This is an optimization exercise on Yosys and OpenROAD, whose aim is small area, not a production implementation.
In this exercise RTL edits were held to simulation tests only and were not proved equivalent to the original.
Power and IR drop assume default switching activity.

==> flow/design.v <==
package tpu_pkg;
  localparam int TPU_N      = 8;
  localparam int TPU_DATA_W = 16;
  typedef enum logic {COLLECT, FULL} gather_state_t;
endpackage
module gather_lane
#(
  parameter int N      = tpu_pkg::TPU_N,
  parameter int DATA_W = tpu_pkg::TPU_DATA_W,
  parameter int CW     = $clog2(N + 1)
) (
  input  logic                     clk,
  input  logic                     reset,
  input  logic                     zero,       
  input  logic                     take,       
  input  logic [DATA_W-1:0]        data,
  output logic                     lane_full,
  output logic                     overrun,
  output logic [N-1:0][DATA_W-1:0] elems
);
  logic [CW-1:0] cnt;
  logic          acc;
  assign acc       = take && !cnt[CW-1];
  assign overrun   = take && cnt[CW-1];
  assign lane_full = cnt[CW-1] || (acc && (cnt == CW'(N - 1)));
  always_ff @(posedge clk or posedge reset) begin
    if (reset)     cnt <= '0;
    else if (zero) cnt <= '0;
    else if (acc)  cnt <= cnt + CW'(1);
  end
  always_ff @(posedge clk) begin
    if (acc) elems <= {data, elems[N-1:1]};
  end
endmodule
module output_gather
#(
  parameter int N      = tpu_pkg::TPU_N,
  parameter int DATA_W = tpu_pkg::TPU_DATA_W
) (
  input  logic                  clk,
  input  logic                  reset,
  input  logic                  clear,
  input  logic [N-1:0]          lane_valid,
  input  logic [N*DATA_W-1:0]   lane_data,
  output logic                  in_ready,
  output logic                  mat_valid,
  input  logic                  mat_ready,
  output logic [N*N*DATA_W-1:0] c_mat,
  output logic                  err
);
  logic                             full;    
  logic                             zero;
  logic [N-1:0]                     take;
  logic [N-1:0]                     lane_full;
  logic [N-1:0]                     overrun;
  logic [N-1:0][N-1:0][DATA_W-1:0]  lane_elems;
  assign in_ready  = !full;
  assign mat_valid = full;
  assign zero      = clear || (full && mat_ready);
  assign take      = lane_valid & {N{!full && !clear}};
  gather_lane #(.N(N), .DATA_W(DATA_W)) u_lane [N-1:0] (
    .clk       (clk),
    .reset     (reset),
    .zero      (zero),
    .take      (take),
    .data      (lane_data),
    .lane_full (lane_full),
    .overrun   (overrun),
    .elems     (lane_elems)
  );
  for (genvar c = 0; c < N; c++) begin : g_col
    for (genvar r = 0; r < N; r++) begin : g_row
      assign c_mat[(r*N+c)*DATA_W +: DATA_W] = lane_elems[c][r];
    end
  end
  always_ff @(posedge clk or posedge reset) begin
    if (reset)     full <= 1'b0;
    else if (zero) full <= 1'b0;
    else if (!full && (&lane_full)) full <= 1'b1;
  end
  always_ff @(posedge clk or posedge reset) begin
    if (reset) err <= 1'b0;
    else if (!clear && ((|overrun) || ((|lane_valid) && full)))
      err <= 1'b1;
  end
endmodule
clock: 5.0 ns
lec_check: 0
cap_margin: 20
core_area: 10 10 410 410
die_area: 0 0 420 420
slew_margin: 20
standard.sh (not shown) runs the stock make flow with config.mk's settings and CLKGATE_MAP_FILE= SYNTH_SCRIPT=/design/flow/synth_recipe.tcl, a recipe that flattens the netlist after the stock synthesis.
==> flow/flow/run.sh <==
#!/bin/bash
# Standard ORFS layout, with the smallest buffer on the ports and no CTS dummy loads.
set -euo pipefail
export BUFFER_PORTS_ARGS="-buffer_cell sky130_fd_sc_hd__buf_1"
export CTS_ARGS="-sink_clustering_enable -repair_clock_nets -dont_use_dummy_load -buf_list sky130_fd_sc_hd__clkbuf_16 -sink_clustering_size 30 -sink_clustering_max_diameter 60"
bash standard.sh > standard.log 2>&1
The first run went through all stages and came out clean.
Next try:
==> flow/flow/run.sh (replaced) <==
#!/bin/bash
# Standard ORFS layout, with the smallest buffer on the ports and no CTS dummy loads.
set -euo pipefail
export BUFFER_PORTS_ARGS="-buffer_cell sky130_fd_sc_hd__buf_1"
export PLACE_PINS_ARGS="-min_distance 1 -min_distance_in_tracks"
export CTS_ARGS="-sink_clustering_enable -repair_clock_nets -dont_use_dummy_load -buf_list sky130_fd_sc_hd__clkbuf_16 -sink_clustering_size 36 -sink_clustering_max_diameter 60"
bash standard.sh > standard.log 2>&1
Settings changed: CORE_AREA 10 10 410 410 to 10 10 310 310, DIE_AREA 0 0 420 420 to 0 0 320 320.
Outcome:
- The changed run finished with timing, DRC and antenna clean
- die area is lower by 42%
- via count is higher by 2.3%
- global-route usage is higher by 6.1 points
- routed wire length is lower by about 16%
- critical path depth is higher by 2
- count of clock-buffer cells in the layout is lower by 1
- clock power is lower by about 3%
- non-clock buffer count stays the same
- worst setup slack gets better by 0.23 ns
Next try:
==> flow/flow/run.sh (replaced) <==
#!/bin/bash
# Standard ORFS layout, with the smallest buffer on the ports and no CTS dummy loads.
set -euo pipefail
export BUFFER_PORTS_ARGS="-buffer_cell sky130_fd_sc_hd__buf_1"
export CTS_ARGS="-sink_clustering_enable -repair_clock_nets -dont_use_dummy_load -buf_list sky130_fd_sc_hd__clkbuf_16 -sink_clustering_size 30 -sink_clustering_max_diameter 60"
bash standard.sh > standard.log 2>&1
Settings changed: CORE_AREA 10 10 310 310 to 10 10 270 270, DIE_AREA 0 0 320 320 to 0 0 280 280, PLACE_DENSITY set to 0.7.
Result: Now the flow never finished: it broke off in I/O pin placement (3_2_place_iop). Synthesized area stays the same. Synthesized cell count is unchanged.
Next try:
==> flow/flow/run.sh (replaced) <==
#!/bin/bash
# Standard ORFS layout, with the smallest buffer on the ports and no CTS dummy loads.
set -euo pipefail
export BUFFER_PORTS_ARGS="-buffer_cell sky130_fd_sc_hd__buf_1"
export CTS_ARGS="-sink_clustering_enable -repair_clock_nets -dont_use_dummy_load"
bash standard.sh > standard.log 2>&1
Settings changed: CORE_AREA 10 10 270 270 to 10 10 410 410, DIE_AREA 0 0 280 280 to 0 0 420 420, PLACE_DENSITY 0.7 to unset.
Result: This time the run finished clean; synthesized area does not change; synthesized cell count is unchanged.
Next try:
==> flow/flow/run.sh (replaced) <==
#!/bin/bash
# Standard ORFS layout, with the smallest buffer on the ports and no CTS dummy loads.
set -euo pipefail
export BUFFER_PORTS_ARGS="-buffer_cell sky130_fd_sc_hd__buf_1"
export CTS_ARGS="-sink_clustering_enable -repair_clock_nets -dont_use_dummy_load -buf_list sky130_fd_sc_hd__clkbuf_8 -sink_clustering_size 16 -sink_clustering_max_diameter 40"
bash standard.sh > standard.log 2>&1
=> Via count rises by 0.76%; design area falls by 1.7%; final cell count rises by 0.92%; total power falls by 7.7%; sequential power stays flat; register-to-register slack barely changes.

[port drivers added, routing unchanged]
How much do the figures lean on ideal ports? The routed layouts below were timed once more, with nothing changed but the port constraints.
Step 1 (the two cells are an assumption about what drives the block):
set clk [get_ports {clk}]
set_driving_cell -lib_cell sky130_fd_sc_hd__clkbuf_16 $clk
set_driving_cell -lib_cell sky130_fd_sc_hd__buf_2 [delete_from_list [all_inputs] $clk]
Step 2 times the ports against the registers' clock, not the clock port: input delays grow and output delays shrink by t, the midpoint of the rising clock arrivals with the driver on.
Three values: ideal, step 1, step 2; two values: the first two.
run	t, ns	slack for setup (ns)	latest minus earliest clock arrival (ns)
the first run	0.711	2.058 / 1.987 / 1.572	0.115 / 0.115
the second run	0.676	2.287 / 2.275 / 1.599	0.112 / 0.112
the fourth run	0.775	2.041 / 1.966 / 1.545	0.082 / 0.083
the fifth run	0.906	1.887 / 1.816 / 1.546	0.110 / 0.109
After both steps setup and hold are still met in every run listed. For the second run, which loses most, drivers alone change the setup slack by -0.012 ns; drivers and shift together by -0.688 ns.
